Context: an optimization exercise on an open-source flow, tuned for small area, a short achievable clock period and few clock cycles per item. The choices shown serve that exercise and are no tape-out recipe. RTL that was checked went through simulation tests only; none was proved equivalent to the original. No activity file was given, so power comes from the tool's default toggle rates.

== lane 4 ==
==> flow/design.v <==
module partition_engine (
    input  logic        clk,
    input  logic        rst,
    input  logic        cmd_valid,
    output logic        cmd_ready,
    input  logic [7:0]  cmd_op,
    input  logic [31:0] cmd_region,
    input  logic [31:0] cmd_mask,
    input  logic [3:0]  cmd_m1,
    input  logic [3:0]  cmd_m2,
    output logic        rsp_valid,
    input  logic        rsp_ready,
    output logic [2:0]  rsp_status,
    output logic [3:0]  rsp_module_id,
    output logic [4:0]  live_count,
    output logic [15:0] slot_valid,
    output logic        is_structured,
    output logic [11:0] mu_discovery,
    output logic [11:0] mu_execution,
    output logic [11:0] mu_cost,
    output logic        mu_saturated,
    input  logic [3:0]  rd_id,
    output logic [31:0] rd_region
);
    localparam logic [2:0] ST_OK      = 3'd0;
    localparam logic [2:0] ST_FULL    = 3'd1;
    localparam logic [2:0] ST_BAD_ID  = 3'd2;
    localparam logic [2:0] ST_OVERLAP = 3'd3;
    localparam logic [2:0] ST_EMPTY   = 3'd4;
    localparam logic [2:0] ST_ILLEGAL = 3'd5;
    logic [31:0] own_v;
    logic [3:0]  own_id [32];
    logic [5:0] disc_q;
    logic       sat_q;
    always_comb begin
        for (int b = 0; b < 32; b++) rd_region[b] = own_v[b] && (own_id[b] == rd_id);
    end
    logic [12:0] cost_sum;
    assign mu_discovery = {6'b0, disc_q};
    assign cost_sum     = {7'b0, disc_q} + {1'b0, mu_execution};
    assign mu_cost      = cost_sum[12] ? 12'hfff : cost_sum[11:0];
    assign mu_saturated = sat_q | cost_sum[12];
    logic accept;
    assign cmd_ready = !rsp_valid || rsp_ready;
    assign accept    = cmd_valid && cmd_ready;
    logic op_new, op_split, op_merge, op_acc;
    assign op_new   = (cmd_op == 8'h00);
    assign op_split = (cmd_op == 8'h01);
    assign op_merge = (cmd_op == 8'h02);
    assign op_acc   = (cmd_op == 8'h05);
    logic [3:0] free_id;
    logic       any_free;
    always_comb begin
        free_id  = '0;
        any_free = 1'b0;
        for (int k = 15; k >= 0; k--) begin
            if (!slot_valid[k]) begin
                free_id  = 4'(k);
                any_free = 1'b1;
            end
        end
    end
    logic [3:0]  sel_id;
    logic [31:0] psel;
    assign sel_id = op_merge ? cmd_m2 : cmd_m1;
    always_comb begin
        for (int b = 0; b < 32; b++) psel[b] = own_v[b] && (own_id[b] == sel_id);
    end
    logic overlap, region_zero, split_lo, split_hi, m1_live, m2_live;
    assign overlap     = |(cmd_region & own_v);
    assign region_zero = (cmd_region == '0);
    assign split_lo    = |(psel & cmd_mask);
    assign split_hi    = |(psel & ~cmd_mask);
    assign m1_live     = slot_valid[cmd_m1];
    assign m2_live     = slot_valid[cmd_m2];
    logic new_ok, split_ok, merge_ok;
    logic [2:0] status;
    always_comb begin
        status = ST_OK;
        if (op_new) begin
            if (region_zero)    status = ST_EMPTY;
            else if (overlap)   status = ST_OVERLAP;
            else if (!any_free) status = ST_FULL;
        end else if (op_split) begin
            if (!m1_live)                    status = ST_BAD_ID;
            else if (!any_free)              status = ST_FULL;
            else if (!split_lo || !split_hi) status = ST_EMPTY;
        end else if (op_merge) begin
            if (!m1_live || !m2_live || (cmd_m1 == cmd_m2)) status = ST_BAD_ID;
        end else if (!op_acc) begin
            status = ST_ILLEGAL;
        end
    end
    assign new_ok   = op_new && !region_zero && !overlap && any_free;
    assign split_ok = op_split && m1_live && any_free && split_lo && split_hi;
    assign merge_ok = op_merge && m1_live && m2_live && (cmd_m1 != cmd_m2);
    logic [5:0]  pop;
    logic [7:0]  inc_exec;
    logic [12:0] exec_sum;
    always_comb begin
        pop = '0;
        for (int b = 0; b < 32; b++) pop = pop + 6'(cmd_region[b]);
    end
    always_comb begin
        inc_exec = '0;
        if (split_ok)      inc_exec = 8'd32;
        else if (merge_ok) inc_exec = 8'd4;
        else if (op_acc)   inc_exec = {live_count, 3'b000};
    end
    assign exec_sum = {1'b0, mu_execution} + {5'b0, inc_exec};
    always_ff @(posedge clk or posedge rst) begin
        if (rst) begin
            rsp_valid     <= 1'b0;
            live_count    <= '0;
            slot_valid    <= '0;
            is_structured <= 1'b0;
            disc_q        <= '0;
            mu_execution  <= '0;
            sat_q         <= 1'b0;
            own_v         <= '0;
        end else begin
            if (cmd_ready) rsp_valid <= cmd_valid;
            if (accept) begin
                if (new_ok || split_ok) begin
                    live_count          <= live_count + 5'd1;
                    slot_valid[free_id] <= 1'b1;
                end
                if (merge_ok) begin
                    live_count          <= live_count - 5'd1;
                    slot_valid[cmd_m2]  <= 1'b0;
                end
                if (op_acc) is_structured <= (live_count >= 5'd2);
                if (new_ok) begin
                    own_v  <= own_v | cmd_region;
                    disc_q <= disc_q + pop;
                end
                mu_execution <= exec_sum[12] ? 12'hfff : exec_sum[11:0];
                sat_q        <= sat_q | exec_sum[12];
            end
        end
    end
    always_ff @(posedge clk) begin
        if (accept) begin
            rsp_status    <= status;
            rsp_module_id <= merge_ok ? cmd_m1 : ((new_ok || split_ok) ? free_id : 4'd0);
            for (int b = 0; b < 32; b++) begin
                if ((new_ok && cmd_region[b]) || (split_ok && psel[b] && cmd_mask[b]))
                    own_id[b] <= free_id;
                else if (merge_ok && psel[b])
                    own_id[b] <= cmd_m1;
            end
        end
    end
endmodule
clock: 10.0 ns
lec_check: 0
abc_area: 1
cap_margin: 20
cell_pad_in_sites_detail_placement: 2
cell_pad_in_sites_global_placement: 4
core_margin: 2
core_utilization: 30
place_density: 0.4
slew_margin: 20
run.sh (not shown) runs the stock make flow with config.mk's settings and CLKGATE_MAP_FILE= SYNTH_SCRIPT=/design/flow/synth_recipe.tcl, a recipe that flattens the netlist after the stock synthesis.
Testbench counts of lane 4, summed over its fixed seeds: cycles 4,832, items 4,800.
For lane 3, these inputs were changed with respect to lane 4:
diff --git a/flow/design.v b/flow/design.v
--- a/flow/design.v
+++ b/flow/design.v
@@ -29,18 +29,25 @@
     localparam logic [2:0] ST_EMPTY   = 3'd4;
     localparam logic [2:0] ST_ILLEGAL = 3'd5;
     logic [31:0] own_v;
     logic [3:0]  own_id [32];
-    logic [5:0] disc_q;
-    logic       sat_q;
+    logic [5:0]  disc_q, inc_disc_q;
+    logic [11:0] exec_q;
+    logic [7:0]  inc_exec_q;
+    logic        sat_q;
     always_comb begin
         for (int b = 0; b < 32; b++) rd_region[b] = own_v[b] && (own_id[b] == rd_id);
     end
-    logic [12:0] cost_sum;
-    assign mu_discovery = {6'b0, disc_q};
-    assign cost_sum     = {7'b0, disc_q} + {1'b0, mu_execution};
-    assign mu_cost      = cost_sum[12] ? 12'hfff : cost_sum[11:0];
-    assign mu_saturated = sat_q | cost_sum[12];
+    logic [5:0]  disc_sum;
+    logic [12:0] exec_sum;
+    logic [13:0] cost_sum;
+    assign disc_sum     = disc_q + inc_disc_q;
+    assign exec_sum     = {1'b0, exec_q} + {5'b0, inc_exec_q};
+    assign cost_sum     = {8'b0, disc_q} + {2'b0, exec_q} + {8'b0, inc_disc_q} + {6'b0, inc_exec_q};
+    assign mu_discovery = {6'b0, disc_sum};
+    assign mu_execution = exec_sum[12] ? 12'hfff : exec_sum[11:0];
+    assign mu_cost      = (cost_sum[13:12] != 2'b00) ? 12'hfff : cost_sum[11:0];
+    assign mu_saturated = sat_q | (cost_sum[13:12] != 2'b00);
     logic accept;
     assign cmd_ready = !rsp_valid || rsp_ready;
     assign accept    = cmd_valid && cmd_ready;
     logic op_new, op_split, op_merge, op_acc;
@@ -93,11 +100,10 @@
     end
     assign new_ok   = op_new && !region_zero && !overlap && any_free;
     assign split_ok = op_split && m1_live && any_free && split_lo && split_hi;
     assign merge_ok = op_merge && m1_live && m2_live && (cmd_m1 != cmd_m2);
-    logic [5:0]  pop;
-    logic [7:0]  inc_exec;
-    logic [12:0] exec_sum;
+    logic [5:0] pop;
+    logic [7:0] inc_exec;
     always_comb begin
         pop = '0;
         for (int b = 0; b < 32; b++) pop = pop + 6'(cmd_region[b]);
     end
@@ -106,17 +112,18 @@
         if (split_ok)      inc_exec = 8'd32;
         else if (merge_ok) inc_exec = 8'd4;
         else if (op_acc)   inc_exec = {live_count, 3'b000};
     end
-    assign exec_sum = {1'b0, mu_execution} + {5'b0, inc_exec};
     always_ff @(posedge clk or posedge rst) begin
         if (rst) begin
             rsp_valid     <= 1'b0;
             live_count    <= '0;
             slot_valid    <= '0;
             is_structured <= 1'b0;
             disc_q        <= '0;
-            mu_execution  <= '0;
+            exec_q        <= '0;
+            inc_disc_q    <= '0;
+            inc_exec_q    <= '0;
             sat_q         <= 1'b0;
             own_v         <= '0;
         end else begin
             if (cmd_ready) rsp_valid <= cmd_valid;
@@ -129,14 +136,14 @@
                     live_count          <= live_count - 5'd1;
                     slot_valid[cmd_m2]  <= 1'b0;
                 end
                 if (op_acc) is_structured <= (live_count >= 5'd2);
-                if (new_ok) begin
-                    own_v  <= own_v | cmd_region;
-                    disc_q <= disc_q + pop;
-                end
-                mu_execution <= exec_sum[12] ? 12'hfff : exec_sum[11:0];
-                sat_q        <= sat_q | exec_sum[12];
+                if (new_ok) own_v <= own_v | cmd_region;
+                disc_q     <= disc_sum;
+                exec_q     <= mu_execution;
+                sat_q      <= mu_saturated;
+                inc_disc_q <= new_ok ? pop : 6'd0;
+                inc_exec_q <= inc_exec;
             end
         end
     end
     always_ff @(posedge clk) begin
Findings:
- Lane 4 → lane 3: layout sequential cell count increased by about 6% relative to the old numbers; power share of the combinational group increased by 5.1 points relative to the old numbers.
- Looking only at sequential fraction of total cell area, and setting everything else aside, the higher value of lane 3 and lane 4 goes to lane 4.
- Diff lane 3 and lane 4: final standard cell count with taps included and fillers excluded higher in lane 3
- Lower number of instances in the placed design was reported by lane 4, not lane 3.
- Total number of clock tree sinks (lane 3 vs. lane 4) increases by a few percent
- On lane 3: total global-route track usage is 0.22 points lower than what lane 4 gave.
- Maximum number of pins on one net before global-route repair (lane 3 vs. lane 4) increases by more than a quarter
- Compared with lane 4, in lane 3 end-of-flow core utilization closely matched the old numbers; worst stage delay on the critical path decreased by 0.02 ns relative to the old numbers; worst hold slack closely matched the old numbers.
- Length of routed met2 wiring of lane 3 exceeds that of lane 4 by a little under 10%.
For lane 3, only the layout was checked, not whether the RTL still works.

## re-timing with driven ports
In the flow no input, the clock included, has a driving cell. The finished layouts below were timed again as built, in two steps. Step 1 sets driving cells, clkbuf_16 on the clock port and buf_2 on the other inputs (assumed; they add their load-dependent delay and slew). Step 2 also shifts input and output timing later by t, the mid clock arrival at the registers, as if the neighbouring blocks saw the same clock. a / b / c = ideal ports / drivers / drivers and shift; a / b = the first two.
run | t (ns) | setup slack, ns | worst setup path after step 2
lane 4 | 0.649 | 2.803 / 2.781 / 2.488 | input to register
lane 3 | 0.654 | 2.484 / 2.461 / 2.461 | input to output
After both steps setup and hold are still met in every run listed. For lane 4, which loses most, drivers alone change the setup slack by -0.022 ns; drivers and shift together by -0.315 ns.
